Source: an optimization exercise on an open RTL-to-GDS flow (aim: small area). Production flows keep margins and buffers that such runs may drop. At most, simulation tests tie the RTL to the original design; equivalence was not proved. No functional check of the RTL was part of run 2. No activity file was given, so power comes from the tool's default toggle rates.

`design/flow/config.mk`:
```
export PLATFORM = sky130hd
export DESIGN_NAME = mips_dcache
export DESIGN_NICKNAME = mips_dcache
export VERILOG_FILES = /design/flow/design.v
export SDC_FILE = /design/flow/constraint.sdc
export NUM_CORES = 4
export LEC_CHECK = 0
export CAP_MARGIN = 20
export CORE_MARGIN = 2
export CORE_UTILIZATION = 40
export SLEW_MARGIN = 20
```
`design/flow/constraint.sdc`:
```
create_clock -name core_clock -period 7.0 [get_ports {clk}]
set_input_delay 1.4000 -clock core_clock [delete_from_list [all_inputs] [get_ports {clk}]]
set_output_delay 1.4000 -clock core_clock [all_outputs]
set_load 0.01 [all_outputs]
```
`design/flow/design.v`:
```
`timescale 1ns/100ps
`default_nettype none
module dcache_tag_array (
    input  logic                       clk,
    input  logic                       rst,
    input  logic [32-1:0]  addr,
    input  logic                       read_en,
    input  logic                       write_en,
    input  logic [4-1:0]   byte_en,
    input  logic                       data_valid,
    output logic                       stall,
    output logic [3-1:0]   lk_set_idx,     
    output logic                       lk_tag_hit,     
    output logic [4-1:0]    lk_hit_way,     
    output logic [2-1:0]   lk_hit_idx,     
    output logic [4-1:0]    lk_valid_vec,   
    output logic                       lk_fill,        
    input  logic [2-1:0]   lk_fill_way     
);
    logic [27-1:0] tag_mem [8][4];
    logic [4-1:0]  valid_mem [8];
    logic [4-1:0]  match;         
    logic [27-1:0] addr_tag;
    logic                     access;
    logic                     full_write;    
    assign addr_tag   = addr[32-1 -: 27];
    assign lk_set_idx = addr[2 +: 3];
    assign access     = read_en | write_en;
    assign full_write = write_en & (&byte_en);
    assign lk_valid_vec = valid_mem[lk_set_idx];
    always_comb begin
        for (int w = 0; w < 4; w++) begin
            match[w] = lk_valid_vec[w] && (tag_mem[lk_set_idx][w] == addr_tag);
        end
    end
    assign lk_hit_way = match;
    always_comb begin
        case (match)
            4'b0010: lk_hit_idx = 2'd1;
            4'b0100: lk_hit_idx = 2'd2;
            4'b1000: lk_hit_idx = 2'd3;
            default: lk_hit_idx = 2'd0;    
        endcase
    end
    assign lk_tag_hit = access & (|match);
    assign stall   = ~lk_tag_hit & (read_en | (write_en & ~(&byte_en)));
    assign lk_fill = access & ~(|match) & (data_valid | full_write);
    always_ff @(posedge clk) begin
        if (rst) begin
            for (int s = 0; s < 8; s++) begin
                valid_mem[s] <= '0;
            end
        end else if (lk_fill) begin
            valid_mem[lk_set_idx][lk_fill_way] <= 1'b1;
        end
    end
    always_ff @(posedge clk) begin
        if (lk_fill) tag_mem[lk_set_idx][lk_fill_way] <= addr_tag;
    end
endmodule
`default_nettype wire
`timescale 1ns/100ps
`default_nettype none
module dcache_plru (
    input  logic                     clk,
    input  logic                     rst,
    input  logic [3-1:0] lk_set_idx,
    input  logic                     lk_tag_hit,
    input  logic [2-1:0] lk_hit_idx,
    input  logic [4-1:0]  lk_valid_vec,
    input  logic                     lk_fill,
    output logic [2-1:0] lk_fill_way
);
    logic [2:0]               lru_mem [8];
    logic [2:0]               lru_bits;
    logic [2:0]               lru_next;
    logic [2-1:0] lru_way;      
    logic [2-1:0] victim;
    logic [2-1:0] touch_way;
    logic                     touch;
    assign lru_bits = lru_mem[lk_set_idx];
    always_comb begin
        casez (lru_bits)
            3'b0?0:  lru_way = 2'd0;
            3'b0?1:  lru_way = 2'd1;
            3'b10?:  lru_way = 2'd2;
            default: lru_way = 2'd3;
        endcase
    end
    always_comb begin
        victim = lru_way;
        for (int w = 4 - 1; w >= 0; w--) begin
            if (!lk_valid_vec[w]) victim = w[2-1:0];
        end
    end
    assign lk_fill_way = victim;    
    assign touch     = lk_fill | lk_tag_hit;
    assign touch_way = lk_fill ? lk_fill_way : lk_hit_idx;
    always_comb begin
        lru_next    = lru_bits;
        lru_next[2] = ~touch_way[1];
        if (touch_way[1]) begin
            lru_next[1] = ~touch_way[0];
        end else begin
            lru_next[0] = ~touch_way[0];
        end
    end
    always_ff @(posedge clk) begin
        if (rst) begin
            for (int s = 0; s < 8; s++) begin
                lru_mem[s] <= '0;
            end
        end else if (touch) begin
            lru_mem[lk_set_idx] <= lru_next;
        end
    end
endmodule
`default_nettype wire
`timescale 1ns/100ps
`default_nettype none
module dcache_data_array (
    input  logic                      clk,
    input  logic                      rst,
    input  logic                      read_en,
    input  logic                      write_en,
    input  logic [32-1:0] writedata,
    input  logic [4-1:0]  byte_en,
    input  logic [32-1:0] data_in,
    input  logic                      data_valid,
    output logic [32-1:0] readdata,
    input  logic [3-1:0]  lk_set_idx,
    input  logic                      lk_tag_hit,
    input  logic [2-1:0]  lk_hit_idx,
    input  logic                      lk_fill,
    input  logic [2-1:0]  lk_fill_way
);
    logic [32-1:0] data_mem [8][4];
    logic [32-1:0] hit_word;       
    logic [32-1:0] hit_merged;
    logic [32-1:0] fill_word;
    logic [32-1:0] readdata_reg;
    logic [32-1:0] be_mask;        
    always_comb begin
        for (int b = 0; b < 4; b++) begin
            be_mask[b*8 +: 8] = {8{byte_en[b]}};
        end
    end
    assign hit_word   = data_mem[lk_set_idx][lk_hit_idx];
    assign hit_merged = (writedata & be_mask) | (hit_word & ~be_mask);
    assign fill_word = read_en ? data_in : ((writedata & be_mask) | (data_in & ~be_mask));
    always_ff @(posedge clk) begin
        if (lk_fill) begin
            data_mem[lk_set_idx][lk_fill_way] <= fill_word;
        end else if (lk_tag_hit && write_en) begin
            data_mem[lk_set_idx][lk_hit_idx] <= hit_merged;
        end
    end
    always_ff @(posedge clk) begin
        if (rst) begin
            readdata_reg <= '0;
        end else if (lk_fill && data_valid) begin
            readdata_reg <= data_in;       
        end else if (lk_tag_hit && read_en) begin
            readdata_reg <= hit_word;
        end
    end
    assign readdata = data_valid ? data_in : readdata_reg;    
endmodule
`default_nettype wire
`timescale 1ns/100ps
`default_nettype none
module mips_dcache (
    input  logic                      clk,
    input  logic                      rst,
    input  logic                      read_en,
    input  logic                      write_en,
    input  logic                      data_valid,
    input  logic [32-1:0] addr,
    input  logic [32-1:0] writedata,
    input  logic [32-1:0] data_in,
    input  logic [4-1:0]  byte_en,
    output logic [32-1:0] readdata,
    output logic                      stall        
);
    logic [3-1:0] lk_set_idx;
    logic                     lk_tag_hit;
    logic [4-1:0]  lk_hit_way;
    logic [2-1:0] lk_hit_idx;
    logic [4-1:0]  lk_valid_vec;
    logic                     lk_fill;
    logic [2-1:0] lk_fill_way;
    dcache_tag_array tag_array_inst (
        .clk          (clk),
        .rst          (rst),
        .addr         (addr),
        .read_en      (read_en),
        .write_en     (write_en),
        .byte_en      (byte_en),
        .data_valid   (data_valid),
        .stall        (stall),
        .lk_set_idx   (lk_set_idx),
        .lk_tag_hit   (lk_tag_hit),
        .lk_hit_way   (lk_hit_way),
        .lk_hit_idx   (lk_hit_idx),
        .lk_valid_vec (lk_valid_vec),
        .lk_fill      (lk_fill),
        .lk_fill_way  (lk_fill_way)
    );
    dcache_plru plru_inst (
        .clk          (clk),
        .rst          (rst),
        .lk_set_idx   (lk_set_idx),
        .lk_tag_hit   (lk_tag_hit),
        .lk_hit_idx   (lk_hit_idx),
        .lk_valid_vec (lk_valid_vec),
        .lk_fill      (lk_fill),
        .lk_fill_way  (lk_fill_way)
    );
    dcache_data_array data_array_inst (
        .clk          (clk),
        .rst          (rst),
        .read_en      (read_en),
        .write_en     (write_en),
        .writedata    (writedata),
        .byte_en      (byte_en),
        .data_in      (data_in),
        .data_valid   (data_valid),
        .readdata     (readdata),
        .lk_set_idx   (lk_set_idx),
        .lk_tag_hit   (lk_tag_hit),
        .lk_hit_idx   (lk_hit_idx),
        .lk_fill      (lk_fill),
        .lk_fill_way  (lk_fill_way)
    );
endmodule
`default_nettype wire
```
`design/flow/run.sh`:
```
#!/bin/bash
# synth_recipe.tcl (not shown) runs the flow's synth.tcl, then flattens the netlist and writes it again
# the make line also repeats each setting of config.mk as NAME=value (left out here)
make -C /OpenROAD-flow-scripts/flow DESIGN_CONFIG=/design/flow/config.mk WORK_HOME=/design/flow/orfs CLKGATE_MAP_FILE= SYNTH_SCRIPT=/design/flow/synth_recipe.tcl finish
```
==> run_results.csv, run 1 <==
group,metric,value,unit
cts,cts_max_level,4,
sta,max_freq,0.146,GHz
synth,synth_commonest_cells,"edfxtp_1 (1,944), nand2_1 (433), mux2i_1 (378)",
placement,dp_slack,-376,ps
routing,firstDrtPassIters,7,
cts,cts_buffers,200,
routing,vias_per_cell,5.81,
cts,cts_root_buf,"clkbuf_16",
power,ir_worst_vdd,238,uV
setup_path,cp-end-kind,"output pin",
power,p_int,19900,uW
power,power_frac_seq,0.519,
routing,vias,47300,
synth,synthArstFlopShare,0,
cts,clkLatencyLatePin,860,ps
synth,synth_area_leaders,"edfxtp_1 (74%), mux2i_1 (4.8%), mux4_2 (2.6%), nand2_1 (2.1%), a22oi_1 (1.6%)",
sta,worst_pin_slew,1120,ps
routing,ant_nets,0,
final_layout,nets,5459,
grt,grt_pass1_wl,334,mm
synth,synth_most_common_cell,"edfxtp_1",
synth,synth_top_cell_by_area,"edfxtp_1",
power,p_sw_frac,0.218,
grt,antenna_found_initial,2,
synth,ys.warnings.count,3,
floorplan,coreArea,0.195,mm^2
routing,drcViolationCount,0,
final_layout,top_regs,"data_array_inst.data_mem (1024), tag_array_inst.tag_mem (864)",
power,combPwrFrac,0.063,
setup_path,arrival,5470,ps
cts,clk_pin_slew,60,ps
final_layout,area.growth.synth_to_final,21.0,%
routing,drtIter0Drc,5620,
grt,grt_usage,0.231,
setup_path,critPathMaxFanout,49,
synth,synth-seq-cells,1976,
sta,finalHoldViolCount,0,
final_layout,top_register,"data_array_inst.data_mem",
placement,portBuffers,135,
synth,synth_cell_types,80,
power,power.leakage,0.0321,uW
synth,synth.net_count,4886,
synth,syn_inst,4781,
status,outcome,"finished clean",
placement,gp_congestion,0.883,
job,drv_cap,0,
placement,dp_cells,7771,
cts,cts_tree,"done",
placement,hpwl,146,mm
floorplan,io-pin-count,138,
floorplan,start_util,0.404,
cts,clockBufferDepth,3,
sta,finalCritPeriodShare,0.982,
floorplan,die_area,0.201,mm^2
synth,yosysTopAreaCellShare,0.740,
routing,finalWirelength,234,mm
synth,synth_edf_count,1944,
setup_path,worst_setup_path_start_kind,"input pin",
grt,grt_max_degree,66,
power,switching_power,5560,uW
grt,grt_pass1_vias,46200,
sta,fin_worst_skew,57.7,ps
sta,slew_headroom,0.253,
floorplan,fp.dieW,448,um
cts,cts_sinks,1976,
synth,ys_seq_area_frac,0.748,
synth,synth.avg_cell_area,16.5,um^2
setup_path,path_cells,"buf_8 > buf_12 > mux4_2 > mux2i_1 > xnor2_1 > nor4_1 > and4_1 > nand4_1 > or2_2 > buf_4 > nand3_1 > nor2_1 > clkdlybuf4s50_1",
sta,rsz0062_at_grt,"no",
setup_path,crit_required,5600,ps
min_path,min_path_type,"flop to flop",
sta,maxSlewViolCount,0,
power,power,25500,uW
sta,setup_viol,0,
final_layout,drive_gt1_frac,0.212,
floorplan,std_cell_rows,162,
setup_path,slowest_stage,"mux4_2",
final_layout,utilization,0.488,
synth,syn_area,0.0789,mm^2
grt,gr-total-overflow,0,
sta,period_needed,6870,ps
routing,routedWlPerCell,28.8,um
cts,postCtsSetupBuffers,0,
synth,ys.flop_type,"edfxtp_1",
setup_path,path_class,"input pin to output pin",
final_layout,largest_reg_flops,1024,
floorplan,die_h,448,um
sta,finalWorstSetupSlack,128,ps
final_layout,fin_cells,8138,
power,p_per_area,267,mW/mm^2
power,p_clk_frac,0.419,
setup_path,cpPeakStageDelay,570,ps
stage by stage:
stage / setup TNS, ps / instance area (um^2) / hold WS (ps)
2_1_floorplan: -60150 / 78900 / 506
3_3_place_gp: -46360 / 88700 / 529
3_5_place_dp: -76730 / 88800 / 531
4_1_cts: 0 / 95300 / 549
5_1_grt: 0 / 95400 / 554
6_report: 0 / 95400 / 546
power groups by stage:
stage / Combinational [uW] / Clock [uW] / Sequential (uW)
detailed placement: 1590 / 0 / 13400
finish: 1600 / 10700 / 13200
floorplan: 710 / 0 / 13500
global placement: 1570 / 0 / 13400
CTS: 1600 / 10800 / 13200
global route: 1680 / 11200 / 13200
cells in the final DEF (no fill, tap or decap), types with 17 or more instances in the layout:
cell type        count
a22o_1             100
clkinv_1            39
buf_4              362
a32oi_1             28
mux2i_1            378
a221o_1             18
dfxtp_1             32
xnor2_1             62
nand2_1            429
nor4_1              41
nand3_1             52
o221ai_1            21
nor3_1              59
o21ai_2             29
a22oi_1            169
a31oi_1             20
and3_1              17
clkbuf_16          204
o211ai_1            26
o22ai_1            130
clkbuf_1            52
nor2_4              66
nor2_1              80
clkinv_2            27
buf_12             158
or2_2               44
o21ai_0             33
a21oi_1            226
edfxtp_1          1944
mux2_2              88
bufinv_16           21
xor2_1              18
mux4_2              92
or4_1               49
clkdlybuf4s50_1    126
critical path: cells and delay by family:
| kind | cells | cell delay, ps |
|---|---|---|
| xor+xnor | 1 | 220 |
| buf+inv | 4 | 1190 |
| mux | 2 | 920 |
| simple gates | 6 | 1610 |
routing by layer:
layer	track usage	vias up	wire, um
met5	0	-	0
met4	0.0710	0	7110
met3	0.0372	364	18300
met2	0.371	2107	111000
met1	0.323	24600	97600
li1	-	20300	-
layout make-up:
cell class / instances / area, um^2
fillers: 16300 / 100000
clock inverters: 105 / 1200
inverters: 15 / 57.6
flip-flops and latches: 1976 / 59000
diodes: 1 / 2.50
repair buffers: 659 / 7330
clock buffers: 256 / 5300
well taps: 2624 / 3280
multi-input cells: 2502 / 19200
cells by family after synthesis:
| kind of cell | synth area share |
|---|---|
| flops | 0.748 |
| simple gates | 0.0571 |
| buf+inv | 0.0180 |
| compound gates | 0.0803 |
| mux | 0.0871 |
| xor+xnor | 0.00920 |
repair_timing:
item,in CTS,in global routing
endpoints found under the setup margin,0,1
resized for setup,0,2
hold endpoints to repair,0,0
hold buffers,0,0
path summary, 6_finish.rpt:
path                                         from                          endpoint  slack (ps)  cells after the start
hold / removal    data_array_inst.readdata_reg[4]   data_array_inst.readdata_reg[4]         550                      2
hold reg to reg   data_array_inst.readdata_reg[4]   data_array_inst.readdata_reg[4]         550                      2
setup reg to reg   tag_array_inst.tag_mem[29][11]  data_array_inst.data_mem[31][16]         770                     17
setup / recovery                          addr[3]                             stall         130                     13
==> run 2: changes to the inputs <==
==> design/flow/design.v (replaced) <==
`timescale 1ns/100ps
`default_nettype none
module dcache_sel #(
    parameter int N = 32,
    parameter int W = 32
) (
    input  logic [N-1:0]   sel,
    input  logic [N*W-1:0] d,
    output logic [W-1:0]   y
);
    always_comb begin
        y = '0;
        for (int k = 0; k < N; k++) y = y | ({W{sel[k]}} & d[k*W +: W]);
    end
endmodule
`default_nettype wire
`timescale 1ns/100ps
`default_nettype none
module mips_dcache (
    input  logic                      clk,
    input  logic                      rst,
    input  logic                      read_en,
    input  logic                      write_en,
    input  logic                      data_valid,
    input  logic [32-1:0] addr,
    input  logic [32-1:0] writedata,
    input  logic [32-1:0] data_in,
    input  logic [4-1:0]  byte_en,
    output logic [32-1:0] readdata,
    output logic                      stall
);
    logic [3:0]  st   [8];
    logic [26:0] tagm [32];              
    logic [31:0] datm [32];
    logic [31:0] rreg;
    logic [2:0]  s;
    logic [26:0] t;
    logic [7:0]  sd;                     
    logic [3:0]  cur;
    logic        full;
    logic [3:0]  valid;
    logic [26:0] tag_rd [4];
    logic [3:0]  match;
    logic        hit;
    logic        fill;
    logic [1:0]  victim;
    logic [1:0]  hit_idx;
    logic [1:0]  tw;                     
    logic [3:0]  tw_oh;
    logic        wr_any;
    logic [3:0]  byte_wr;
    logic [31:0] wdata;
    logic [31:0] hit_word;
    logic [3:0]  st_next;
    assign s = addr[4:2];
    assign t = addr[31:5];
    always_comb begin
        for (int i = 0; i < 8; i++) sd[i] = (s == i);
    end
    always_comb begin
        cur = '0;
        for (int i = 0; i < 8; i++) cur = cur | ({4{sd[i]}} & st[i]);
    end
    assign full     = cur[3];
    assign valid[0] = full | cur[2] | cur[1];
    assign valid[1] = full | cur[2];
    assign valid[2] = full | (cur[2] & cur[1]);
    assign valid[3] = full;
    logic [8*27-1:0] tag_flat [4];
    always_comb begin
        for (int w = 0; w < 4; w++)
            for (int i = 0; i < 8; i++) tag_flat[w][i*27 +: 27] = tagm[i*4+w];
    end
    for (genvar w = 0; w < 4; w++) begin : g_tag
        dcache_sel #(.N(8), .W(27)) tag_sel (.sel(sd), .d(tag_flat[w]), .y(tag_rd[w]));
        assign match[w] = valid[w] & (tag_rd[w] == t);
    end
    assign hit     = |match;
    assign stall   = ~hit & (read_en | (write_en & ~(&byte_en)));
    assign fill    = (read_en | write_en) & ~hit & (data_valid | (write_en & (&byte_en)));
    assign victim  = full ? (cur[2] ? {1'b1, cur[1]} : {1'b0, cur[0]}) : cur[2:1];
    assign hit_idx = {match[3] | match[2], match[3] | match[1]};
    assign tw      = fill ? victim : hit_idx;
    always_comb begin
        for (int w = 0; w < 4; w++) tw_oh[w] = (tw == w);
    end
    assign st_next[3]   = full | (fill & cur[2] & cur[1]);
    assign st_next[2:1] = full ? {~tw[1], tw[1] ? ~tw[0] : cur[1]} : (cur[2:1] + {1'b0, fill});
    assign st_next[0]   = tw[1] ? cur[0] : ~tw[0];
    always_ff @(posedge clk) begin
        for (int i = 0; i < 8; i++) begin
            if (rst) st[i] <= '0;
            else if (sd[i] & (fill | ((read_en | write_en) & hit))) st[i] <= st_next;
        end
    end
    assign wr_any = fill | (write_en & hit);
    always_comb begin
        for (int b = 0; b < 4; b++) begin
            byte_wr[b]      = fill | byte_en[b];
            wdata[b*8 +: 8] = (write_en & byte_en[b]) ? writedata[b*8 +: 8] : data_in[b*8 +: 8];
        end
    end
    always_ff @(posedge clk) begin
        for (int i = 0; i < 8; i++) begin
            for (int w = 0; w < 4; w++) begin
                if (fill & sd[i] & tw_oh[w]) tagm[i*4+w] <= t;
                for (int b = 0; b < 4; b++) begin
                    if (wr_any & sd[i] & tw_oh[w] & byte_wr[b])
                        datm[i*4+w][b*8 +: 8] <= wdata[b*8 +: 8];
                end
            end
        end
    end
    logic [31:0]      word_sel;
    logic [32*32-1:0] dat_flat;
    always_comb begin
        for (int i = 0; i < 8; i++)
            for (int w = 0; w < 4; w++) begin
                word_sel[i*4+w] = sd[i] & match[w];
                dat_flat[(i*4+w)*32 +: 32] = datm[i*4+w];
            end
    end
    dcache_sel #(.N(32), .W(32)) data_sel (.sel(word_sel), .d(dat_flat), .y(hit_word));
    always_ff @(posedge clk) begin
        if (rst) rreg <= '0;
        else if (fill & data_valid) rreg <= data_in;
        else if (read_en & hit) rreg <= hit_word;
    end
    assign readdata = data_valid ? data_in : rreg;
endmodule
`default_nettype wire
--- a/design/flow/config.mk
+++ b/design/flow/config.mk
@@ -10,2 +10,4 @@
 export CORE_UTILIZATION = 40
 export SLEW_MARGIN = 20
+export SYNTH_HIERARCHICAL = 1
+export SYNTH_MINIMUM_KEEP_SIZE = 0
==> run 2 against run 1 <==
Effect of this change:
- still clean on timing, DRC and antenna
- synthesized cell count shrank 13%
- maximum frequency grew 1.8%
- clock skew shrank 15 ps
- power shrank 6.2%
- worst hold slack lost 89 ps
- critical path depth grew 4
- final cell count shrank 11%
- routed wire length shrank 15%
==> run_results.csv, run 2 <==
group,metric,value,unit
power,power_frac_seq,0.543,
floorplan,die_area,0.188,mm^2
final_layout,nets,4726,
grt,grt_pass1_vias,41500,
min_path,min_from,"st[4][1]",
setup_path,arrival,5350,ps
sta,period_needed,6750,ps
setup_path,critPathLaunch,"addr[3]",
final_layout,fillers,15300,
grt,antenna_found_initial,7,
grt,grt_usage,0.209,
synth,synth.net_count,4265,
setup_path,cp_top_family,"buffers and inverters",
synth,synth_area_leaders,"edfxtp_1 (77%), a22oi_1 (9.7%), nand4_1 (2.2%), buf_6 (1.8%), dfxtp_1 (1.7%)",
sta,setup_viol,0,
routing,routedWlPerCell,27.5,um
grt,grt_pass1_wl,287,mm
cts,cts_buffers,188,
synth,yosysTopAreaCellShare,0.770,
floorplan,fp.dieW,433,um
sta,worst_pin_slew,1200,ps
grt,grt_max_degree,40,
final_layout,antenna_cells,0,
setup_path,cp_common_cell,"nand4_1",
sta,slew_headroom,0.202,
synth,synthArstFlopShare,0,
final_layout,top_register,"datm",
floorplan,coreArea,0.183,mm^2
synth,syn_area,0.0736,mm^2
power,p_int,18800,uW
synth,ys.warnings.count,18,
sta,fin_worst_skew,42.2,ps
synth,ys_seq_area_frac,0.787,
sta,maxSlewViolCount,0,
synth,synth_top_cell_by_area,"edfxtp_1",
cts,cts_tree,"done",
synth,synth-seq-cells,1952,
cts,postCtsSetupBuffers,0,
final_layout,top_regs,"datm (1024), tagm (864)",
setup_path,cp-end-kind,"output pin",
routing,vias_per_cell,5.78,
setup_path,crit_required,5600,ps
status,outcome,"finished clean",
power,combPwrFrac,0.044,
power,power.leakage,0.0269,uW
synth,syn_inst,4159,
placement,gp_congestion,0.817,
final_layout,multi_input_area,0.0141,mm^2
sta,max_freq,0.148,GHz
setup_path,slowest_stage,"clkdlybuf4s50_1",
floorplan,start_util,0.402,
min_path,min_path_type,"flop to flop",
routing,vias,41800,
final_layout,seq_area,0.0580,mm^2
min_path,whs_endpoint,"st[4][1]",
cts,clockBufferDepth,3,
floorplan,die_h,433,um
grt,gr-total-overflow,0,
sta,rsz0062_at_grt,"no",
power,p_clk_frac,0.413,
sta,tns,0,ps
setup_path,cpPeakStageDelay,530,ps
routing,drtIter0Drc,4406,
sta,finalCritPeriodShare,0.965,
synth,synth_edf_count,1888,
cts,cts_root_buf,"clkbuf_16",
setup_path,rrSetupSlack,2680,ps
routing,finalWirelength,199,mm
synth,synth_most_common_cell,"edfxtp_1",
power,p_per_area,275,mW/mm^2
final_layout,largest_reg_flops,1024,
placement,hpwl,125,mm
synth,synth_commonest_cells,"edfxtp_1 (1,888), a22oi_1 (955), nand4_1 (262)",
floorplan,std_cell_rows,157,
setup_path,r2r_cells,14,
setup_path,path_buf_inv,8,
synth,synth_cell_types,65,
power,ir_worst_vdd,230,uV
cts,clkLatencyLatePin,850,ps
cts,cts_max_level,4,
synth,synth.avg_cell_area,17.7,um^2
power,switching_power,5070,uW
final_layout,area.growth.synth_to_final,18.0,%
setup_path,critPathMaxFanout,24,
final_layout,drive_gt1_frac,0.184,
final_layout,mostFrequentLayoutCells,"edfxtp_1 (1,888), a22oi_1 (955), buf_4 (302)",
floorplan,io-pin-count,138,
setup_path,reg2reg_to,"datm[3][4]",
routing,drcViolationCount,0,
min_path,hold_depth,2,
cts,cts_sinks,1952,
job,drv_cap,0,
power,p_sw_frac,0.212,
setup_path,worst_setup_path_start_kind,"input pin",
placement,portBuffers,135,
setup_path,r2r-start,"tagm[25][21]",
final_layout,layout_commonest_cell,"edfxtp_1",
synth,ys.flop_type,"edfxtp_1",
cts,cts_hold_buf,0,
routing,ant_nets,0,
setup_path,path_class,"input pin to output pin",
setup_path,path_cells,"clkdlybuf4s50_1 > buf_12 > clkinv_1 > nand2_1 > inv_4 > buf_12 > a22oi_1 > nand4_1 > xnor2_1 > nand4_1 > nor4_4 > buf_4 > nand4_1 > buf_4 > o2111a_2 > nor2b_1 > clkdlybuf4s50_1",
final_layout,utilization,0.474,
sta,finalHoldViolCount,0,
cts,clk_pin_slew,60,ps
routing,firstDrtPassIters,6,
==> run 2: changes by cell type in the layout (fill, tap and decap cells not counted), sizes merged, moves of 56 or more <==
cell    delta
a21oi    -206
a22o      -99
mux2i    -348
nand2    -338
a22oi    +786
edfxtp    -56
buf      -124
nand4    +249
o22ai    -130
mux4      -88
==> run 2: logic make-up (layout without fill, tap and decap cells) <==
family	after synthesis	count (layout)	synth area share
compound gates	1052	1052	0.109
xor+xnor	109	109	0.0130
fa+ha+maj	1	1	0.000170
buf+inv	282	894	0.0274
flops	1952	1952	0.787
mux	102	102	0.0158
simple gates	661	661	0.0470
==> run 2: metrics by stage <==
step                setup slack, ps  cells  cell area [um^2]  hold WS, ps  power, uW
finish                          247   7235             86900          457      23900
floorplan                       405   4159             73600          431      13700
detailed placement             -161   6892             80800          449      14300
CTS                            11.1   7233             86800          457      24000
global route                   84.9   7235             86900          476      24500
global placement               -153   6892             80800          439      14200
==> run 2: timing repair <==
| action | CTS | global route |
|---|---|---|
| gates resized for setup | 1 | 7 |
| setup endpoints to repair | 1 | 1 |
| hold endpoints to repair | 0 | 0 |
| cloned | 0 | 0 |
==> run 2: power groups by stage <==
stage	Sequential [uW]	Combinational [uW]	Clock (uW)
2_1_floorplan	13200	508	0
3_3_place_gp	13200	1020	0
3_5_place_dp	13200	1030	0
4_1_cts	13000	1040	10000
5_1_grt	13000	1100	10400
6_report	13000	1040	9860
==> run 2: final cells by class <==
cell class / count / share of cell area
timing repair buffer: 542 / 0.0656
clock inverter: 107 / 0.0118
sequential: 1952 / 0.667
tap: 2464 / 0.0355
inverter: 11 / 0.000706
clock buffer: 234 / 0.0572
multi-input combinational: 1925 / 0.162
==> run 2: worst reg2reg max path, cell delays in order (launching register included) <==
cell and delay, ps:
edfxtp_1 370, a22oi_1 220, nand4_1 130, xnor2_1 330, nand4_1 240, nor4_1 310
buf_4 150, nand3_1 170, buf_4 290, or3_1 430, o311ai_1 170, buf_12 200
o21ai_1 110, buf_4 180, nor2_1 650
==> run 2: worst max path at each step <==
stage	end	slack, ps	cells past startpoint
3_5_place_dp	stall	-160	16
4_1_cts	stall	10	17
2_1_floorplan	tagm[27][0]	410	17
5_1_grt	stall	80	17
6_report	stall	250	17
3_3_place_gp	stall	-150	16
==> run 2: per-layer routing <==
layer	up-vias	wire [um]	global-route usage	share of wire
met4	4	5290	0.0614	0.027
met5	-	22	0	0.00011
met2	1614	98400	0.349	0.49
li1	18200	-	-	-
met3	290	14100	0.0361	0.071
met1	21800	81100	0.280	0.41
==> run 3: changes to the inputs <==
--- a/design/flow/design.v
+++ b/design/flow/design.v
@@ -1,16 +1,49 @@
 `timescale 1ns/100ps
 `default_nettype none
-module dcache_sel #(
-    parameter int N = 32,
-    parameter int W = 32
-) (
-    input  logic [N-1:0]   sel,
-    input  logic [N*W-1:0] d,
-    output logic [W-1:0]   y
+module dcache_oai22 (input logic a1, a2, b1, b2, output logic y);
+    assign y = ~((a1 | a2) & (b1 | b2));
+endmodule
+module dcache_aoi222 (input logic a1, a2, b1, b2, c1, c2, output logic y);
+    assign y = ~((a1 & a2) | (b1 & b2) | (c1 & c2));
+endmodule
+module dcache_aoi22 (input logic a1, a2, b1, b2, output logic y);
+    assign y = ~((a1 & a2) | (b1 & b2));
+endmodule
+module dcache_or4 (input logic a, b, c, d, output logic y);
+    assign y = a | b | c | d;
+endmodule
+module dcache_nand4 (input logic a, b, c, d, output logic y);
+    assign y = ~(a & b & c & d);
+endmodule
+module dcache_nand3 (input logic a, b, c, output logic y);
+    assign y = ~(a & b & c);
+endmodule
+module dcache_sel8n (
+    input  logic [7:0] seln,
+    input  logic [7:0] d,
+    output logic       yn
 );
-    always_comb begin
-        y = '0;
-        for (int k = 0; k < N; k++) y = y | ({W{sel[k]}} & d[k*W +: W]);
+    logic [3:0] p;
+    for (genvar j = 0; j < 4; j++) begin : g_p
+        dcache_oai22 u (.a1(seln[2*j]), .a2(d[2*j]), .b1(seln[2*j+1]), .b2(d[2*j+1]), .y(p[j]));
     end
+    dcache_or4 u_y (.a(p[0]), .b(p[1]), .c(p[2]), .d(p[3]), .y(yn));
+endmodule
+module dcache_sel32 (
+    input  logic [31:0] sel,
+    input  logic [31:0] d,
+    output logic        y
+);
+    logic [10:0] p;
+    logic [2:0]  q;
+    for (genvar j = 0; j < 10; j++) begin : g_p
+        dcache_aoi222 u (.a1(sel[3*j]), .a2(d[3*j]), .b1(sel[3*j+1]), .b2(d[3*j+1]),
+                         .c1(sel[3*j+2]), .c2(d[3*j+2]), .y(p[j]));
+    end
+    dcache_aoi22 u_p10 (.a1(sel[30]), .a2(d[30]), .b1(sel[31]), .b2(d[31]), .y(p[10]));
+    dcache_nand4 u_q0 (.a(p[0]), .b(p[1]), .c(p[2]), .d(p[3]), .y(q[0]));
+    dcache_nand4 u_q1 (.a(p[4]), .b(p[5]), .c(p[6]), .d(p[7]), .y(q[1]));
+    dcache_nand3 u_q2 (.a(p[8]), .b(p[9]), .c(p[10]), .y(q[2]));
+    assign y = |q;
 endmodule
 `default_nettype wire
@@ -40,5 +73,5 @@
     logic        full;
     logic [3:0]  valid;
-    logic [26:0] tag_rd [4];
+    logic [26:0] tag_rdn [4];            
     logic [3:0]  match;
     logic        hit;
@@ -67,12 +100,15 @@
     assign valid[2] = full | (cur[2] & cur[1]);
     assign valid[3] = full;
-    logic [8*27-1:0] tag_flat [4];
-    always_comb begin
-        for (int w = 0; w < 4; w++)
-            for (int i = 0; i < 8; i++) tag_flat[w][i*27 +: 27] = tagm[i*4+w];
-    end
+    logic [7:0] sdn;
+    assign sdn = ~sd;
     for (genvar w = 0; w < 4; w++) begin : g_tag
-        dcache_sel #(.N(8), .W(27)) tag_sel (.sel(sd), .d(tag_flat[w]), .y(tag_rd[w]));
-        assign match[w] = valid[w] & (tag_rd[w] == t);
+        for (genvar b = 0; b < 27; b++) begin : g_bit
+            logic [7:0] col;
+            for (genvar i = 0; i < 8; i++) begin : g_set
+                assign col[i] = tagm[i*4+w][b];
+            end
+            dcache_sel8n u_sel (.seln(sdn), .d(col), .yn(tag_rdn[w][b]));
+        end
+        assign match[w] = valid[w] & (tag_rdn[w] == ~t);
     end
     assign hit     = |match;
@@ -112,14 +148,16 @@
         end
     end
-    logic [31:0]      word_sel;
-    logic [32*32-1:0] dat_flat;
+    logic [31:0] word_sel;
     always_comb begin
         for (int i = 0; i < 8; i++)
-            for (int w = 0; w < 4; w++) begin
-                word_sel[i*4+w] = sd[i] & match[w];
-                dat_flat[(i*4+w)*32 +: 32] = datm[i*4+w];
-            end
+            for (int w = 0; w < 4; w++) word_sel[i*4+w] = sd[i] & match[w];
     end
-    dcache_sel #(.N(32), .W(32)) data_sel (.sel(word_sel), .d(dat_flat), .y(hit_word));
+    for (genvar b = 0; b < 32; b++) begin : g_rd
+        logic [31:0] col;
+        for (genvar k = 0; k < 32; k++) begin : g_word
+            assign col[k] = datm[k][b];
+        end
+        dcache_sel32 u_sel (.sel(word_sel), .d(col), .y(hit_word[b]));
+    end
     always_ff @(posedge clk) begin
         if (rst) rreg <= '0;
--- a/design/flow/config.mk
+++ b/design/flow/config.mk
@@ -8,5 +8,10 @@
 export CAP_MARGIN = 20
 export CORE_MARGIN = 2
-export CORE_UTILIZATION = 40
+export CORE_UTILIZATION = 65
+export CTS_BUF_LIST = sky130_fd_sc_hd__clkbuf_16
+export CTS_CLUSTER_DIAMETER = 100
+export CTS_CLUSTER_SIZE = 25
+export PLACE_DENSITY = 0.75
+export SETUP_SLACK_MARGIN = 0.2
 export SLEW_MARGIN = 20
 export SYNTH_HIERARCHICAL = 1
==> run 3 against run 2 <==
Effect of this change:
- routed wire length fell by 8.4%
- final cell count fell by 19%
- sequential share of layout area rose by 4.3 points
- die area fell by 40%
- largest cell class unchanged
- synthesized cell count fell by 9.8%
- combinational power barely moved
- critical path depth fell by 1
- via count fell by 0.14%
- largest power group unchanged
- critical endpoint unchanged
- area after synthesis fell by 3.7%
- design area fell by 6.1%
==> run_results.csv, run 3 <==
group,metric,value,unit
status,outcome,"finished clean",
sta,rsz0062_at_grt,"no",
grt,grt_pass1_vias,41200,
power,power.leakage,0.0263,uW
placement,hpwl,117,mm
sta,max_freq,0.149,GHz
routing,vias,41800,
synth,synth_area_leaders,"edfxtp_1 (80%), a222oi_1 (4.5%), o22ai_1 (3.8%), dfxtp_1 (1.8%), xor2_1 (1.3%)",
synth,syn_area,0.0709,mm^2
sta,slew_headroom,0.237,
routing,vias_per_cell,7.13,
final_layout,multi_input_area,0.0130,mm^2
job,drv_cap,0,
synth,ys_seq_area_frac,0.817,
floorplan,fp.dieW,334,um
setup_path,worst_setup_path_start_kind,"input pin",
routing,drtIter0Drc,6713,
placement,gp_congestion,0.852,
synth,ys.flop_type,"edfxtp_1",
routing,finalWirelength,182,mm
final_layout,fin_cells,5863,
setup_path,arrival,5310,ps
final_layout,area.growth.synth_to_final,15.0,%
synth,synth_cell_types,63,
floorplan,std_cell_rows,121,
sta,maxSlewViolCount,0,
synth,synth_edf_count,1888,
grt,grt_pass1_wl,266,mm
synth,synthArstFlopShare,0,
sta,worst_pin_slew,1140,ps
routing,firstDrtPassIters,9,
synth,ys.warnings.count,14,
grt,grt_usage,0.325,
synth,synth-seq-cells,1952,
cts,cts_max_level,3,
setup_path,cp-end-kind,"output pin",
synth,yosysTopAreaCellShare,0.799,
setup_path,path_class,"input pin to output pin",
final_layout,top_regs,"datm (1024), tagm (864)",
cts,cts_sinks,1952,
sta,period_needed,6710,ps
floorplan,die_h,334,um
final_layout,mostFrequentLayoutCells,"edfxtp_1 (1,888), o22ai_1 (432), buf_4 (379)",
cts,clockBufferDepth,3,
sta,fin_worst_skew,46.1,ps
final_layout,utilization,0.752,
final_layout,layout_commonest_cell,"edfxtp_1",
sta,finalCritPeriodShare,0.959,
grt,antenna_found_initial,0,
power,ir_worst_vdd,234,uV
final_layout,antenna_cells,0,
final_layout,largest_reg_flops,1024,
floorplan,coreArea,0.109,mm^2
final_layout,fillers,6070,
routing,routedWlPerCell,31.1,um
setup_path,crit_required,5600,ps
cts,cts_hold_buf,0,
routing,ant_nets,0,
sta,finalHoldViolCount,0,
final_layout,drive_gt1_frac,0.180,
synth,synth.avg_cell_area,18.9,um^2
floorplan,start_util,0.654,
power,p_per_area,241,mW/mm^2
cts,cts_tree,"done",
final_layout,seq_area,0.0580,mm^2
cts,clk_pin_slew,100,ps
final_layout,top_register,"datm",
grt,grt_max_degree,49,
cts,cts_buffers,88,
synth,synth.net_count,3857,
placement,portBuffers,135,
routing,drcViolationCount,0,
grt,gr-total-overflow,0,
sta,fin_hold_ws,464,ps
floorplan,die_area,0.112,mm^2
placement,dp_cells,5727,
setup_path,critPathMaxFanout,25,
synth,syn_inst,3751,
cts,cts_root_buf,"clkbuf_16",
cts,clkLatencyLatePin,720,ps
floorplan,io-pin-count,138,
synth,synth_top_cell_by_area,"edfxtp_1",
min_path,min_path_type,"flop to flop",
synth,synth_most_common_cell,"edfxtp_1",
synth,synth_commonest_cells,"edfxtp_1 (1,888), o22ai_1 (432), a222oi_1 (320)",
sta,setup_viol,0,
final_layout,nets,4510,
run 3: cell types whose count changed after synthesis, moves of 31 or more:
cell,previous run,this run
a22oi_1,955,0
o22ai_1,0,432
a222oi_1,0,320
nand4_1,262,89
buf_6,117,2
xnor2_1,106,0
xor2_1,3,109
or4_1,32,108
clkbuf_1,93,34
nor2_1,198,251
buf_2,51,7
a211oi_1,0,32
a22oi_2,0,32
or3_1,1,32
run 3: power breakdown:
group	internal, uW	switching (uW)
Clock	2330	3360
Combinational	347	659
Sequential	12900	27.2
Total	15600	4050
run 3: stage by stage:
stage	setup WS [ps]	total power, uW	TNS [ps]	area [um^2]
CTS	348	19700	0	81600
global route	205	20100	0	81600
finish	287	19700	0	81600
floorplan	154	13600	0	71100
detailed placement	-51.3	14200	-92.8	79100
global placement	96.4	14200	0	79100
run 3: kinds of logic after synthesis:
| group | Yosys count | share of synthesized area |
|---|---|---|
| and+or+nand+nor | 626 | 0.0466 |
| xor gates and xnor gates | 109 | 0.0135 |
| muxes | 94 | 0.0163 |
| DFF | 1952 | 0.817 |
| adders and majority gates | 1 | 0.000176 |
| AOI/OAI and AO/OA | 897 | 0.101 |
| buffers and inverters | 72 | 0.00494 |
run 3: timing repair:
action / in CTS / in global routing
buffers inserted: 1 / 0
pin swaps: 1 / 1
resized for setup: 4 / 1
hold endpoints to repair: 0 / 0
endpoints found under the setup margin: 1 / 1
run 3: worst paths after layout:
kind / from / endpoint / cells after the start / slack, ps
max: addr[4] / stall / 16 / 290
min: rreg[12] / rreg[12] / 2 / 460
max reg2reg: tagm[15][9] / rreg[18] / 15 / 2430
min reg2reg: rreg[12] / rreg[12] / 2 / 460
run 3: per-module statistics from Yosys, one instance, submodules excluded, a selection:
| module | copies in the design | flops+latches | cells |
|---|---|---|---|
| dcache_aoi22 | 32 | 0 | 1 |
| dcache_aoi222 | 320 | 0 | 1 |
| dcache_nand3 | 32 | 0 | 1 |
| dcache_nand4 | 64 | 0 | 1 |
| dcache_oai22 | 432 | 0 | 1 |
| dcache_or4 | 108 | 0 | 1 |
| dcache_sel32 | 32 | 0 | 1 |
| mips_dcache | 1 | 1952 | 2731 |
run 3: routing by layer:
layer  part of all wire  GRT usage  up-vias
met5                  0          0        -
met4              0.039      0.119        0
met3               0.11     0.0530      357
met2               0.48      0.531     2781
met1               0.37      0.451    21100
li1                   -          -    17600
run 3: cell type report:
type	instances	area share
well taps	1414	0.0217
inverters	13	0.000966
repair buffers	622	0.0777
flip-flops and latches	1952	0.711
multi-input cells	1727	0.159
clock buffers	89	0.0273
clock inverters	46	0.00267
run 3: worst max-delay path, stage by stage:
cell and delay [ps]:
clkdlybuf4s50_1 510, buf_12 190, nor3b_2 80, clkinvlp_4 150, buf_12 230, buf_4 270
o22ai_1 110, or4_1 560, xor2_1 180, nand4_1 220, nor4_4 60, buf_4 170
o211ai_4 90, nand4_2 250, nor2_4 220, clkdlybuf4s50_1 570
==> run 4: changes to the inputs <==
==> design/flow/flow/run.sh (new file) <==
#!/bin/bash
# The standard flow (standard.sh: the standard flow's own synthesis and ORFS steps) with two
# settings passed to ORFS:
#  - the port buffers are buf_1 cells rather than the delay cells buffer_ports
#    picks by default (each port still gets its own buffer);
#  - clock tree: clkbuf_16 cells, sink clusters of at most 25 flip-flops within
#    100 um, and no dummy loads.
# The whole run's output goes to run.log; ORFS writes each step's log under
# orfs/logs/.
set -euo pipefail
bash standard.sh \
  "BUFFER_PORTS_ARGS=-buffer_cell sky130_fd_sc_hd__buf_1" \
  "CTS_ARGS=-sink_clustering_enable -repair_clock_nets -dont_use_dummy_load -buf_list sky130_fd_sc_hd__clkbuf_16 -sink_clustering_size 25 -sink_clustering_max_diameter 100" \
  finish > run.log 2>&1
==> design/flow/standard.sh (new file) <==
#!/bin/bash
# synth_recipe.tcl (not shown) runs the flow's synth.tcl, then flattens the netlist and writes it again
# the make line also repeats each setting of config.mk as NAME=value (left out here)
make -C /OpenROAD-flow-scripts/flow DESIGN_CONFIG=/design/flow/config.mk WORK_HOME=/design/flow/orfs CLKGATE_MAP_FILE= SYNTH_SCRIPT=/design/flow/synth_recipe.tcl "${@:-finish}"
--- a/design/flow/config.mk
+++ b/design/flow/config.mk
@@ -9,7 +9,4 @@
 export CORE_MARGIN = 2
 export CORE_UTILIZATION = 65
-export CTS_BUF_LIST = sky130_fd_sc_hd__clkbuf_16
-export CTS_CLUSTER_DIAMETER = 100
-export CTS_CLUSTER_SIZE = 25
 export PLACE_DENSITY = 0.75
 export SETUP_SLACK_MARGIN = 0.2
removed: design/flow/run.sh
==> run 4 against run 3 <==
Effect of this change:
- register-to-register slack gained 40 ps
- area after synthesis is the same
- global-route usage shrank 1.1 points
- power shrank 1.7%
- combinational power shrank 12%
- worst setup slack gained 120 ps
- clock skew grew 27 ps
- critical path type unchanged
- critical endpoint unchanged
- largest power group unchanged
==> run_results.csv, run 4 <==
group,metric,value,unit
final_layout,layout_commonest_cell,"edfxtp_1",
routing,routedWlPerCell,31.5,um
power,p_per_area,246,mW/mm^2
synth,synth_cell_types,63,
routing,vias,40500,
cts,cts_resized,0,
routing,drcViolationCount,0,
grt,grt.busiest_layer,"met2",
synth,syn_area,0.0709,mm^2
floorplan,fp.dieW,334,um
placement,hpwl,109,mm
sta,fin_worst_skew,73.0,ps
setup_path,r2r_cells,13,
sta,rsz0062_at_grt,"no",
grt,grt_max_degree,55,
sta,finalWorstSetupSlack,402,ps
sta,finalCritPeriodShare,0.943,
floorplan,io-pin-count,138,
synth,syn_inst,3751,
synth,synth_commonest_cells,"edfxtp_1 (1,888), o22ai_1 (432), a222oi_1 (320)",
setup_path,critPathMaxFanout,15,
final_layout,top_register,"datm",
sta,worst_pin_slew,1140,ps
sta,finalHoldViolCount,0,
power,power.leakage,0.0246,uW
sta,period_needed,6600,ps
final_layout,top_regs,"datm (1024), tagm (864)",
cts,clkLatencyLatePin,700,ps
synth,synth_top_cell_by_area,"edfxtp_1",
final_layout,largest_reg_flops,1024,
cts,cts_max_level,3,
setup_path,worst_setup_path_start_kind,"input pin",
setup_path,crit_required,5600,ps
job,drv_cap,0,
floorplan,start_util,0.654,
grt,grt_usage,0.314,
synth,synth_edf_count,1888,
synth,synth-seq-cells,1952,
cts,cts_buffers,88,
sta,setup_viol,0,
sta,tns,0,ps
routing,firstDrtPassIters,12,
routing,ant_nets,0,
sta,max_freq,0.152,GHz
synth,ys_seq_area_frac,0.817,
synth,synthArstFlopShare,0,
cts,cts_sinks,1952,
cts,postCtsSetupBuffers,0,
setup_path,path_class,"input pin to output pin",
final_layout,drive_gt1_frac,0.149,
placement,portBuffers,135,
routing,finalWirelength,177,mm
cts,cts_tree,"done",
synth,synth.avg_cell_area,18.9,um^2
floorplan,die_h,334,um
final_layout,nets,4314,
min_path,min_path_type,"flop to flop",
routing,vias_per_cell,7.20,
final_layout,mostFrequentLayoutCells,"edfxtp_1 (1,888), o22ai_1 (432), a222oi_1 (320)",
synth,ys.warnings.count,14,
routing,drtIter0Drc,6024,
synth,synth_most_common_cell,"edfxtp_1",
cts,clockBufferDepth,3,
grt,use_met2,0.517,
cts,cts_root_buf,"clkbuf_16",
final_layout,area.growth.synth_to_final,10.6,%
grt,gr-total-overflow,0,
grt,met3_usage,0.0471,
setup_path,cp-end-kind,"output pin",
cts,clk_pin_slew,90,ps
cts,cts_hold_buf,0,
floorplan,std_cell_rows,121,
synth,yosysTopAreaCellShare,0.799,
sta,slew_headroom,0.238,
min_path,hold_depth,2,
synth,ys.flop_type,"edfxtp_1",
status,outcome,"finished clean",
sta,maxSlewViolCount,0,
grt,use_met1,0.435,
floorplan,coreArea,0.109,mm^2
placement,gp_congestion,0.854,
floorplan,die_area,0.112,mm^2
placement,dp_slack,206,ps
grt,grt_pass1_wl,255,mm
setup_path,arrival,5200,ps
grt,grt_pass1_vias,39500,
synth,synth_area_leaders,"edfxtp_1 (80%), a222oi_1 (4.5%), o22ai_1 (3.8%), dfxtp_1 (1.8%), xor2_1 (1.3%)",
power,ir_worst_vdd,267,uV
synth,synth.net_count,3857,
grt,antenna_found_initial,5,
## run 4: cell count changes in the layout (fill, tap and decap cells not counted), sizes merged
cell,change
clkbuf,+29
dlygate4sd2,-2
diode,+3
inv,-46
clkdlybuf4s50,-130
buf,-94
## run 4: final timing paths
path,startpoint,to,slack [ps]
worst max-delay path,addr[2],stall,400
worst min-delay path,rreg[16],rreg[16],460
worst min register to register,rreg[16],rreg[16],460
worst max register to register,tagm[0][9],tagm[19][18],2470
## run 4: logic make-up after synthesis
logic type | synth area share
buffers and inverters | 0.00494
AO/OA/AOI/OAI | 0.101
flip-flops | 0.817
adder cells (fa/ha/maj) | 0.000176
AND/OR/NAND/NOR | 0.0466
multiplexers | 0.0163
XOR/XNOR | 0.0135
## run 4: routing by layer
| metal | vias up | part of all wire |
|---|---|---|
| met2 | 2665 | 0.48 |
| met1 | 20400 | 0.36 |
| li1 | 17100 | - |
| met4 | 8 | 0.040 |
| met3 | 341 | 0.11 |
| met5 | - | 0.00028 |
## run 4: worst max-delay path, stage by stage
cell and delay (ps):
buf_1 360, nor2_1 90, and2_1 210, clkinvlp_4 250, buf_12 190, buf_12 160
buf_4 230, o22ai_1 100, or4_1 460, xor2_1 230, nand4_1 160, nor4_1 340
buf_4 200, nand3_2 180, nand4_2 290, nor2_1 160, buf_1 160
## run 4: area by class of cell
type                       instances  area (um^2)
sequential                      1952        58000
fill                            6453        30100
multi-input combinational       1727        13000
timing repair buffer             426         3470
clock buffer                      88         2200
tap                             1414         1770
inverter                          13         78.8
antenna                            3         7.51
## run 4: where the power goes
part           leakage, uW  switching (uW)  internal (uW)
clock              0.00108            3220           2250
sequential          0.0175            26.7          12900
combinational      0.00598             639            246
total               0.0246            3880          15400
## run 4: per-stage QoR
stage / area [um^2] / hold slack [ps] / utilization / power (uW) / cells
2_1_floorplan: 71100 / 430 / - / 13600 / 3751
3_3_place_gp: 76300 / 440 / 0.703 / 14100 / 5532
3_5_place_dp: 76300 / 446 / 0.703 / 14100 / 5532
4_1_cts: 78500 / 465 / 0.723 / 19300 / 5620
5_1_grt: 78500 / 480 / 0.723 / 19700 / 5620
6_report: 78500 / 465 / 0.723 / 19300 / 5623
## run 4: Yosys stat by module (local to each module, per instance), a selection
module	flip-flops and latches	copies in the design	cell area [um^2]
dcache_nand4	0	64	6.26
dcache_nand3	0	32	5.00
dcache_or4	0	108	7.51
dcache_aoi222	0	320	10.0
dcache_aoi22	0	32	12.5
mips_dcache	1952	1	63100
dcache_sel32	0	32	6.26
dcache_oai22	0	432	6.26
==> run 5: changes to the inputs <==
--- a/design/flow/design.v
+++ b/design/flow/design.v
@@ -6,7 +6,4 @@
 module dcache_aoi222 (input logic a1, a2, b1, b2, c1, c2, output logic y);
     assign y = ~((a1 & a2) | (b1 & b2) | (c1 & c2));
-endmodule
-module dcache_aoi22 (input logic a1, a2, b1, b2, output logic y);
-    assign y = ~((a1 & a2) | (b1 & b2));
 endmodule
 module dcache_or4 (input logic a, b, c, d, output logic y);
@@ -30,20 +27,26 @@
     dcache_or4 u_y (.a(p[0]), .b(p[1]), .c(p[2]), .d(p[3]), .y(yn));
 endmodule
-module dcache_sel32 (
-    input  logic [31:0] sel,
-    input  logic [31:0] d,
+module dcache_sel33 (
+    input  logic [32:0] sel,
+    input  logic [32:0] d,
     output logic        y
 );
     logic [10:0] p;
     logic [2:0]  q;
-    for (genvar j = 0; j < 10; j++) begin : g_p
+    for (genvar j = 0; j < 11; j++) begin : g_p
         dcache_aoi222 u (.a1(sel[3*j]), .a2(d[3*j]), .b1(sel[3*j+1]), .b2(d[3*j+1]),
                          .c1(sel[3*j+2]), .c2(d[3*j+2]), .y(p[j]));
     end
-    dcache_aoi22 u_p10 (.a1(sel[30]), .a2(d[30]), .b1(sel[31]), .b2(d[31]), .y(p[10]));
     dcache_nand4 u_q0 (.a(p[0]), .b(p[1]), .c(p[2]), .d(p[3]), .y(q[0]));
     dcache_nand4 u_q1 (.a(p[4]), .b(p[5]), .c(p[6]), .d(p[7]), .y(q[1]));
     dcache_nand3 u_q2 (.a(p[8]), .b(p[9]), .c(p[10]), .y(q[2]));
     assign y = |q;
+endmodule
+module dcache_anyhit (
+    input  logic [3:0] valid,
+    input  logic [3:0] eq,
+    output logic       hit
+);
+    assign hit = |(valid & eq);
 endmodule
 `default_nettype wire
@@ -74,4 +77,5 @@
     logic [3:0]  valid;
     logic [26:0] tag_rdn [4];            
+    logic [3:0]  eq;                     
     logic [3:0]  match;
     logic        hit;
@@ -84,5 +88,4 @@
     logic [3:0]  byte_wr;
     logic [31:0] wdata;
-    logic [31:0] hit_word;
     logic [3:0]  st_next;
     assign s = addr[4:2];
@@ -110,8 +113,11 @@
             dcache_sel8n u_sel (.seln(sdn), .d(col), .yn(tag_rdn[w][b]));
         end
-        assign match[w] = valid[w] & (tag_rdn[w] == ~t);
+        assign eq[w]    = (tag_rdn[w] == ~t);
+        assign match[w] = valid[w] & eq[w];
     end
     assign hit     = |match;
-    assign stall   = ~hit & (read_en | (write_en & ~(&byte_en)));
+    logic hit_st;
+    dcache_anyhit u_hit_st (.valid(valid), .eq(eq), .hit(hit_st));
+    assign stall   = ~hit_st & (read_en | (write_en & ~(&byte_en)));
     assign fill    = (read_en | write_en) & ~hit & (data_valid | (write_en & (&byte_en)));
     assign victim  = full ? (cur[2] ? {1'b1, cur[1]} : {1'b0, cur[0]}) : cur[2:1];
@@ -153,15 +159,18 @@
             for (int w = 0; w < 4; w++) word_sel[i*4+w] = sd[i] & match[w];
     end
+    logic fill_dv;
+    logic [31:0] r_in;
+    assign fill_dv = fill & data_valid;
     for (genvar b = 0; b < 32; b++) begin : g_rd
-        logic [31:0] col;
+        logic [32:0] col;
         for (genvar k = 0; k < 32; k++) begin : g_word
             assign col[k] = datm[k][b];
         end
-        dcache_sel32 u_sel (.sel(word_sel), .d(col), .y(hit_word[b]));
+        assign col[32] = data_in[b];
+        dcache_sel33 u_sel (.sel({fill_dv, word_sel}), .d(col), .y(r_in[b]));
     end
     always_ff @(posedge clk) begin
         if (rst) rreg <= '0;
-        else if (fill & data_valid) rreg <= data_in;
-        else if (read_en & hit) rreg <= hit_word;
+        else if (fill_dv | (read_en & hit)) rreg <= r_in;
     end
     assign readdata = data_valid ? data_in : rreg;
--- a/design/flow/config.mk
+++ b/design/flow/config.mk
@@ -10,5 +10,5 @@
 export CORE_UTILIZATION = 65
 export PLACE_DENSITY = 0.75
-export SETUP_SLACK_MARGIN = 0.2
+export SETUP_SLACK_MARGIN = 0.1
 export SLEW_MARGIN = 20
 export SYNTH_HIERARCHICAL = 1
==> run 5 against run 4 <==
Effect of this change:
- routed wire length up 0.17%
- design area down 0.39%
- combinational power up 3.1%
- worst setup slack worse by 130 ps
- die area down 0.34%
- final cell count down 0.85%
- largest power group unchanged
==> run_results.csv, run 5 <==
group,metric,value,unit
sta,finalCritPeriodShare,0.961,
synth,synth.net_count,3788,
setup_path,arrival,5330,ps
power,power,19300,uW
final_layout,top_register,"datm",
min_path,min_path_type,"flop to flop",
synth,synth_cell_types,63,
power,p_per_area,247,mW/mm^2
grt,grt_pass1_vias,39300,
cts,cts_sinks,1952,
sta,tns,0,ps
final_layout,mostFrequentLayoutCells,"edfxtp_1 (1,888), o22ai_1 (432), a222oi_1 (352)",
synth,ys.flop_type,"edfxtp_1",
floorplan,fp.dieW,334,um
final_layout,nets,4280,
sta,finalHoldViolCount,0,
power,power_frac_seq,0.668,
final_layout,antenna_cells,0,
grt,antenna_found_initial,3,
cts,cts_tree,"done",
placement,gp_congestion,0.840,
sta,setup_viol,0,
sta,rsz0062_at_grt,"no",
synth,synth_most_common_cell,"edfxtp_1",
floorplan,start_util,0.658,
synth,syn_inst,3682,
status,outcome,"finished clean",
floorplan,io-pin-count,138,
sta,maxSlewViolCount,0,
final_layout,fin_cells,5575,
final_layout,top_regs,"datm (1024), tagm (864)",
synth,yosysTopAreaCellShare,0.802,
synth,synth_area_leaders,"edfxtp_1 (80%), a222oi_1 (5.0%), o22ai_1 (3.8%), dfxtp_1 (1.8%), nor2_1 (1.2%)",
floorplan,die_area,0.111,mm^2
synth,synth.avg_cell_area,19.2,um^2
cts,postCtsSetupBuffers,0,
sta,worst_pin_slew,1180,ps
sta,slew_headroom,0.213,
grt,grt_max_degree,50,
setup_path,critPathMaxFanout,33,
power,p_int,15400,uW
synth,synth_edf_count,1888,
power,p_clk_frac,0.284,
synth,ys.warnings.count,14,
placement,portBuffers,135,
routing,ant_nets,0,
cts,clk_pin_slew,90,ps
routing,vias,40400,
final_layout,fillers,6359,
routing,drtIter0Drc,6601,
placement,hpwl,111,mm
cts,cts_hold_buf,0,
cts,clockBufferDepth,3,
sta,period_needed,6730,ps
setup_path,worst_setup_path_start_kind,"input pin",
synth,ys_seq_area_frac,0.820,
setup_path,path_class,"input pin to output pin",
setup_path,cp-end-kind,"output pin",
power,p_sw_frac,0.202,
routing,drcViolationCount,0,
setup_path,crit_path_end,"stall",
floorplan,std_cell_rows,120,
grt,grt_pass1_wl,257,mm
job,drv_cap,0,
final_layout,largest_reg_flops,1024,
setup_path,reg2reg_to,"rreg[12]",
power,power.leakage,0.0246,uW
cts,cts_buffers,88,
sta,fin_worst_skew,62.3,ps
setup_path,r2r-start,"tagm[13][6]",
floorplan,die_h,334,um
final_layout,area.growth.synth_to_final,10.6,%
power,combPwrFrac,0.047,
floorplan,coreArea,0.108,mm^2
final_layout,drive_gt1_frac,0.147,
power,ir_worst_vdd,206,uV
grt,gr-total-overflow,0,
cts,clkLatencyLatePin,700,ps
routing,finalWirelength,177,mm
placement,dp_cells,5485,
cts,cts_root_buf,"clkbuf_16",
final_layout,layout_commonest_cell,"edfxtp_1",
sta,max_freq,0.149,GHz
synth,syn_area,0.0707,mm^2
routing,firstDrtPassIters,9,
routing,vias_per_cell,7.25,
synth,synth_top_cell_by_area,"edfxtp_1",
power,switching_power,3910,uW
cts,cts_resized,0,
setup_path,critPathLaunch,"addr[3]",
setup_path,crit_required,5600,ps
synth,synth_commonest_cells,"edfxtp_1 (1,888), o22ai_1 (432), a222oi_1 (352)",
synth,synth-seq-cells,1952,
setup_path,r2r_cells,17,
cts,cts_max_level,3,
routing,routedWlPerCell,31.8,um
setup_path,rrSetupSlack,2080,ps
grt,grt_usage,0.316,
synth,synthArstFlopShare,0,
## run 5: changes by cell type after synthesis, moves of 23 or more
cell      previous run  this run
xnor2_1              0        55
xor2_1             109        54
nand2_1             57        21
nor3_1               5        38
a222oi_1           320       352
a22oi_2             32         0
nor2_1             251       221
mux2i_1             19        43
a211oi_1            32         9
## run 5: cells by family after synthesis
logic type / count (synthesis) / synth area share
compound gates: 855 / 0.0976
buf+inv: 59 / 0.00487
flops: 1952 / 0.820
mux: 116 / 0.0189
simple gates: 590 / 0.0449
xor+xnor: 109 / 0.0135
fa+ha+maj: 1 / 0.000177
## run 5: final cells by class
type	count	area, um^2	area share
multi-input combinational	1671	12900	0.165
sequential	1952	58000	0.741
tap	1403	1760	0.0224
timing repair buffer	455	3370	0.0430
clock buffer	88	2200	0.0282
inverter	6	22.5	0.000288
## run 5: Yosys stat by module, one instance, submodules excluded, excerpt
module | cells | copies in the design
dcache_anyhit | 3 | 1
dcache_aoi222 | 1 | 352
dcache_nand3 | 1 | 32
dcache_nand4 | 1 | 64
dcache_oai22 | 1 | 432
dcache_or4 | 1 | 108
dcache_sel33 | 1 | 32
mips_dcache | 2659 | 1
## run 5: per-stage QoR
step                instance area [um^2]  setup WS, ps   util  hold slack, ps
CTS                                78200           200  0.727             502
global placement                   76000          12.6  0.707             465
global route                       78200           123  0.727             517
detailed placement                 76000         -14.4  0.707             480
floorplan                          70800          -425      -             451
finish                             78200           271  0.727             498
## run 5: worst max-delay path, stage by stage
cell and delay (ps):
buf_1 200, buf_4 260, nand2_1 90, or2_4 440, buf_12 290, o22ai_1 110, or4_1 570, xnor2_1 160
nor4_1 420, nand3_1 380, nor3_1 320, a22oi_1 150, nand2_1 260, nor2_1 80, buf_1 140
## run 5: power groups by stage
stage | combinational (uW) | clock [uW] | sequential, uW
finish | 912 | 5490 | 12900
global route | 961 | 5860 | 12900
CTS | 898 | 5510 | 12900
detailed placement | 894 | 0 | 13200
global placement | 870 | 0 | 13200
floorplan | 442 | 0 | 13200
## run 5: worst min-delay path by stage
| stage | startpoint | cells after the start | endpoint |
|---|---|---|---|
| 6_report | st[2][2] | 2 | st[2][2] |
| 5_1_grt | st[6][2] | 2 | st[6][2] |
| 4_1_cts | st[2][2] | 2 | st[2][2] |
| 3_5_place_dp | st[2][2] | 2 | st[2][2] |
| 3_3_place_gp | st[2][2] | 2 | st[2][2] |
| 2_1_floorplan | st[1][2] | 2 | st[1][2] |
## run 5: per-layer routing
layer  routed length (um)  global-route usage
met3                18900              0.0459
met2                87900               0.526
met5                   26                   0
met4                 7220               0.122
met1                63100               0.431
==> run 6: changes to the inputs <==
==> design/flow/flow/run.sh (replaced) <==
#!/bin/bash
# The standard flow (standard.sh: the standard flow's own synthesis and ORFS steps) with two
# settings passed to ORFS:
#  - the port buffers are buf_1 cells rather than the delay cells buffer_ports
#    picks by default (each port still gets its own buffer);
#  - clock tree: clkbuf_8 cells, sink clusters of at most 18 flip-flops within
#    50 um, and no dummy loads.
# The whole run's output goes to run.log; ORFS writes each step's log under
# orfs/logs/.
set -euo pipefail
bash standard.sh \
  "BUFFER_PORTS_ARGS=-buffer_cell sky130_fd_sc_hd__buf_1" \
  "CTS_ARGS=-sink_clustering_enable -repair_clock_nets -dont_use_dummy_load -buf_list sky130_fd_sc_hd__clkbuf_8 -sink_clustering_size 18 -sink_clustering_max_diameter 50" \
  finish > run.log 2>&1
==> run 6 against run 5 <==
Effect of this change:
- critical path depth did not move
- design area fell by 0.33%
- sequential share of layout area rose by 0.25 points
- die area did not move
- power fell by 2.1%
- sequential power barely moved
- register-to-register slack got worse by 80 ps
- combinational power fell by 0.5%
- clock skew rose by 24 ps
- worst setup slack barely moved
- critical endpoint unchanged
==> run_results.csv, run 6 <==
group,metric,value,unit
status,outcome,"finished clean",
synth,synth_most_common_cell,"edfxtp_1",
sta,setup_viol,0,
final_layout,largest_reg_flops,1024,
setup_path,cp-end-kind,"output pin",
sta,fin_worst_skew,86.0,ps
synth,ys.warnings.count,14,
setup_path,cpPeakStageDelay,570,ps
synth,synth_top_cell_by_area,"edfxtp_1",
cts,cts_buffers,142,
floorplan,io-pin-count,138,
synth,syn_inst,3682,
final_layout,drive_gt1_frac,0.157,
sta,finalCritPeriodShare,0.961,
synth,synth_commonest_cells,"edfxtp_1 (1,888), o22ai_1 (432), a222oi_1 (352)",
synth,synthArstFlopShare,0,
final_layout,multi_input_area,0.0129,mm^2
placement,dp_cells,5485,
final_layout,mostFrequentLayoutCells,"edfxtp_1 (1,888), o22ai_1 (432), a222oi_1 (352)",
cts,clockBufferDepth,3,
floorplan,coreArea,0.108,mm^2
sta,finalHoldViolCount,0,
setup_path,path_class,"input pin to output pin",
cts,cts_root_buf,"clkbuf_8",
routing,finalWirelength,178,mm
sta,maxSlewViolCount,0,
routing,firstDrtPassIters,9,
sta,max_freq,0.149,GHz
setup_path,cp_top_family,"simple AND/OR/NAND/NOR gates",
power,p_per_area,243,mW/mm^2
final_layout,area.growth.synth_to_final,10.2,%
final_layout,top_regs,"datm (1024), tagm (864)",
setup_path,arrival,5330,ps
synth,synth_edf_count,1888,
synth,synth-seq-cells,1952,
min_path,min_path_type,"flop to flop",
final_layout,fin_cells,5633,
setup_path,path_buf_inv,4,
cts,clk_pin_slew,70,ps
floorplan,die_area,0.111,mm^2
grt,grt_pass1_wl,257,mm
sta,slew_headroom,0.193,
synth,ys_seq_area_frac,0.820,
cts,cts_max_level,4,
setup_path,worst_setup_path_start_kind,"input pin",
synth,synth_cell_types,63,
routing,vias_per_cell,7.19,
routing,routedWlPerCell,31.5,um
synth,synth.net_count,3788,
synth,synth.avg_cell_area,19.2,um^2
cts,cts_resized,0,
floorplan,fp.dieW,334,um
synth,yosysTopAreaCellShare,0.802,
final_layout,top_register,"datm",
sta,rsz0062_at_grt,"no",
cts,cts_hold_buf,0,
floorplan,die_h,334,um
cts,cts_tree,"done",
cts,clkLatencyLatePin,900,ps
routing,drtIter0Drc,6420,
final_layout,layout_commonest_cell,"edfxtp_1",
cts,cts_sinks,1952,
synth,syn_area,0.0707,mm^2
routing,ant_nets,0,
placement,portBuffers,135,
grt,grt_usage,0.318,
sta,period_needed,6730,ps
setup_path,path_cells,"buf_1 > buf_4 > nand2_1 > or2_4 > buf_12 > o22ai_1 > or4_1 > xnor2_1 > nor4_1 > nand3_1 > nor3_1 > a22oi_1 > nand2_1 > nor2_1 > buf_1",
final_layout,nets,4333,
power,power.leakage,0.0245,uW
power,ir_worst_vdd,267,uV
job,drv_cap,0,
final_layout,fillers,6412,
sta,worst_pin_slew,1210,ps
placement,hpwl,111,mm
sta,fin_hold_ws,495,ps
final_layout,utilization,0.725,
routing,vias,40500,
setup_path,critPathMaxFanout,33,
routing,drcViolationCount,0,
setup_path,crit_required,5600,ps
synth,synth_area_leaders,"edfxtp_1 (80%), a222oi_1 (5.0%), o22ai_1 (3.8%), dfxtp_1 (1.8%), nor2_1 (1.2%)",
synth,ys.flop_type,"edfxtp_1",
grt,grt_max_degree,50,
final_layout,seq_area,0.0580,mm^2
grt,antenna_found_initial,6,
floorplan,start_util,0.658,
setup_path,slowest_stage,"or4_1",
grt,gr-total-overflow,0,
placement,gp_congestion,0.840,
floorplan,std_cell_rows,120,
grt,grt_pass1_vias,39700,
-- run 6: Yosys stat by module (local to each module, per instance), a selection --
module / flops+latches / cells inside / times used / area, um^2
dcache_sel33: 0 / 1 / 32 / 6.26
dcache_anyhit: 0 / 3 / 1 / 18.8
dcache_or4: 0 / 1 / 108 / 7.51
dcache_nand3: 0 / 1 / 32 / 5.00
dcache_aoi222: 0 / 1 / 352 / 10.0
mips_dcache: 1952 / 2659 / 1 / 62900
dcache_oai22: 0 / 1 / 432 / 6.26
dcache_nand4: 0 / 1 / 64 / 6.26
-- run 6: layer usage --
metal  global-route usage  wire length [um]
met5                    0                36
met3               0.0543             18500
met2                0.526             87800
met4                0.127              7370
met1                0.426             63800
-- run 6: report_power, final --
group / switching [uW] / total, uW / leakage [uW] / internal [uW]
clock: 3260 / 5080 / 0.00102 / 1820
combinational: 648 / 907 / 0.00601 / 259
sequential: 14.5 / 12900 / 0.0175 / 12900
total: 3920 / 18900 / 0.0245 / 15000
-- run 6: worst paths after layout --
path                    from       to  slack (ps)  cells after the start
setup / recovery     addr[3]    stall         270                     15
hold / removal       rreg[8]  rreg[8]         490                      2
setup reg to reg  tagm[9][6]  rreg[4]        2000                     17
hold reg to reg      rreg[8]  rreg[8]         490                      2
-- run 6: final cells by class --
class	count	area share
Sequential cell	1952	0.744
Multi-Input combinational cell	1671	0.165
Timing Repair Buffer	454	0.0430
Clock buffer	142	0.0251
Tap cell	1403	0.0225
Inverter	6	0.000289
Antenna cell	5	0.000161
-- run 6: logic make-up after synthesis --
group | count (synthesis) | synth area share
XOR/XNOR | 109 | 0.0135
buffers and inverters | 59 | 0.00487
AO/OA/AOI/OAI | 855 | 0.0976
AND/OR/NAND/NOR | 590 | 0.0449
flip-flops | 1952 | 0.820
adder cells (fa/ha/maj) | 1 | 0.000177
multiplexers | 116 | 0.0189
-- run 6: worst reg2reg max path, stage by stage, from the launching register on --
cell and delay [ps]:
edfxtp_1 340, o22ai_1 90, or4_1 560, xor2_1 500, nand4_1 350, nor4_1 320, buf_4 180, nand2_1 100
inv_1 100, nand2_1 180, buf_4 240, nor2_2 910, buf_4 420, a222oi_1 140, nand4_1 170, or3_1 150
mux2i_1 70, nor2_1 110
-- run 6: what timing repair did --
action / in CTS / in global routing
hold endpoints to repair: 0 / 0
endpoints found under the setup margin: 0 / 1
setup buffers: 0 / 1
-- run 6: stage by stage --
stage / total power [uW] / TNS, ps / cell area [um^2] / setup WS [ps]
2_1_floorplan: 13600 / -144220 / 70800 / -425
4_1_cts: 18900 / 0 / 77900 / 266
3_5_place_dp: 14100 / -14.4 / 76000 / -14.4
6_report: 18900 / 0 / 77900 / 271
5_1_grt: 19300 / 0 / 77900 / 108
3_3_place_gp: 14000 / 0 / 76000 / 12.6

Re-timed with assumed drivers on the ports (clkbuf_16 on the clock, buf_2 on other inputs), run 6 has 0.187 ns of setup slack against 0.271 ns with ideal ports, and -0.215 ns once port delays also move by the mid clock arrival of 0.923 ns.
